This is an optimization exercise on Yosys and OpenROAD, whose aim is small area, a short achievable clock period and few clock cycles, not a production implementation. Only simulation tests tie the RTL to the original design; equivalence was not proved.

== rev 12 ==
## matrix_vector_multiply_top
module matrix_vector_multiply_top
(
    input  logic                 clk,
    input  logic                 rst_n,
    input  logic                 cfg_we,
    input  logic [CFG_IDX_W-1:0] cfg_index,
    input  logic [CFG_W-1:0]     cfg_data,
    input  logic                 in_valid,
    output logic                 in_ready,
    input  logic                 in_cmd,
    input  logic [VALUE_W-1:0]   in_value,
    output logic                 out_valid,
    input  logic                 out_ready,
    output logic [VALUE_W-1:0]   out_row_sum,
    output logic [ROW_W-1:0]     out_row_number,
    output logic                 out_last
);
Size: about 8,300 cells after synthesis, about 87 I/O pins, ~98,000 µm² of cells after synthesis.
==> flow/config.mk <==
export PLATFORM = sky130hd
export DESIGN_NAME = matrix_vector_multiply_top
export DESIGN_NICKNAME = matrix_vector_multiply_top
export VERILOG_FILES = /design/flow/design.v
export SDC_FILE = /design/flow/constraint.sdc
export NUM_CORES = 4
export LEC_CHECK = 0
export CAP_MARGIN = 20
export CORE_MARGIN = 2
export CORE_UTILIZATION = 45
export CTS_BUF_LIST = sky130_fd_sc_hd__clkbuf_16
export CTS_CLUSTER_DIAMETER = 50
export CTS_CLUSTER_SIZE = 28
export PLACE_DENSITY = 0.6
export SETUP_SLACK_MARGIN = 5
export SLEW_MARGIN = 20
==> flow/constraint.sdc <==
create_clock -name core_clock -period 9.0 [get_ports {clk}]
set_input_delay 1.8000 -clock core_clock [delete_from_list [all_inputs] [get_ports {clk}]]
set_output_delay 1.8000 -clock core_clock [all_outputs]
set_load 0.01 [all_outputs]
run.sh (not shown) runs the stock make flow with config.mk's settings and CLKGATE_MAP_FILE= SYNTH_SCRIPT=/design/flow/synth_recipe.tcl, a recipe that flattens the netlist after the stock synthesis.
Testbench counts of rev 12, summed over its fixed seeds: cycles 167,194.
> inputs changed (rev 12 -> rev 13)
==> flow/flow/run.sh (new file) <==
#!/bin/bash
set -euo pipefail
bash standard.sh SETUP_SLACK_MARGIN=5.6 finish > make.log 2>&1
==> flow/standard.sh (new file) <==
#!/bin/bash
# synth_recipe.tcl (not shown) runs the flow's synth.tcl, then flattens the netlist and writes it again
# the make line also repeats each setting of config.mk as NAME=value (left out here)
make -C /OpenROAD-flow-scripts/flow DESIGN_CONFIG=/design/flow/config.mk WORK_HOME=/design/flow/orfs CLKGATE_MAP_FILE= SYNTH_SCRIPT=/design/flow/synth_recipe.tcl "${@:-finish}"
--- a/flow/config.mk
+++ b/flow/config.mk
@@ -8,9 +8,9 @@
 export CAP_MARGIN = 20
 export CORE_MARGIN = 2
-export CORE_UTILIZATION = 45
+export CORE_UTILIZATION = 60
 export CTS_BUF_LIST = sky130_fd_sc_hd__clkbuf_16
 export CTS_CLUSTER_DIAMETER = 50
 export CTS_CLUSTER_SIZE = 28
-export PLACE_DENSITY = 0.6
+export PLACE_DENSITY = 0.75
 export SETUP_SLACK_MARGIN = 5
 export SLEW_MARGIN = 20
removed: flow/run.sh
==> summary.txt <==
In rev 13, met2 wirelength from detailed routing is lower than in rev 12. In the tables for rev 13 and rev 12, number of diodes reads lower with rev 13. Rev 13: number of DRC markers after the initial detailed-route iteration is 37% higher than what rev 12 reported. Count of clock buffers in the final design: rev 13 < rev 12. Comparing the two runs side by side, rev 13 comes out behind rev 12 on via count. For overall overflow remaining after global route, rev 13 and rev 12 come out practically identical. The standard cells in rev 13 occupy more silicon area than those in rev 12 do. Core utilization for rev 13: 17 points up relative to rev 12. On final worst slack, the higher figure sits with rev 13, not rev 12.

---

matrix_vector_multiply_top, a different RTL version from the one above (not shown whole).
For scale: ~8300 cells after synthesis, ~2700 flip-flops.
export LEC_CHECK = 0
export CAP_MARGIN = 20
export CORE_MARGIN = 2
export CORE_UTILIZATION = 60
export CTS_BUF_LIST = sky130_fd_sc_hd__clkbuf_16
export CTS_CLUSTER_DIAMETER = 80
export CTS_CLUSTER_SIZE = 30
export PLACE_DENSITY = 0.75
export SETUP_SLACK_MARGIN = 5
export SLEW_MARGIN = 20
create_clock -name core_clock -period 9.0 [get_ports {clk}]
standard.sh (not shown) runs the stock make flow with config.mk's settings and CLKGATE_MAP_FILE= SYNTH_SCRIPT=/design/flow/synth_recipe.tcl, a recipe that flattens the netlist after the stock synthesis.
==> flow/flow/run.sh <==
#!/bin/bash
set -euo pipefail
bash standard.sh SETUP_SLACK_MARGIN=5.6 finish > make.log 2>&1
Testbench counts at the start, summed over its fixed seeds: cycles 167,971.
Edit:
==> flow/flow/run.sh (replaced) <==
#!/bin/bash
set -euo pipefail
bash standard.sh SETUP_SLACK_MARGIN=5.7 finish > make.log 2>&1
Synthesized cell count does not change.
Routed wire length rises by about 6%.
First-iteration DRC count rises by about 14%.
Register-to-register slack is worse by 0.06 ns.
Die area stays the same.
Non-clock buffer count rises by 80.

-- re-timing with driven ports --
Ports are ideal in the flow. The routed layouts listed here were re-timed in OpenROAD.
Step 1 assumes that a clkbuf_16 drives the clock port and a buf_2 every other input.
Step 2 moves the port delays by t, midway between the first and last clock arrival at a register: inputs arrive t later, outputs are due t later. That takes back most of the time a late clock gives input paths.
Slacks: no drivers / after step 1 / after step 2; pairs: no drivers / after step 1.
run	t (ns)	setup WS [ns]	worst setup path at the end
rev 12	0.961	5.101 / 5.101 / 4.436	input to register
rev 13	0.939	5.271 / 5.271 / 4.853	input to register
the first run of note 2	0.891	5.435 / 5.435 / 4.866	input to register
the second run of note 2	0.908	5.375 / 5.375 / 4.877	input to register
After both steps setup and hold are still met in every run listed. For rev 12, which loses most, drivers alone change the setup slack by 0.000 ns; drivers and shift together by -0.665 ns.
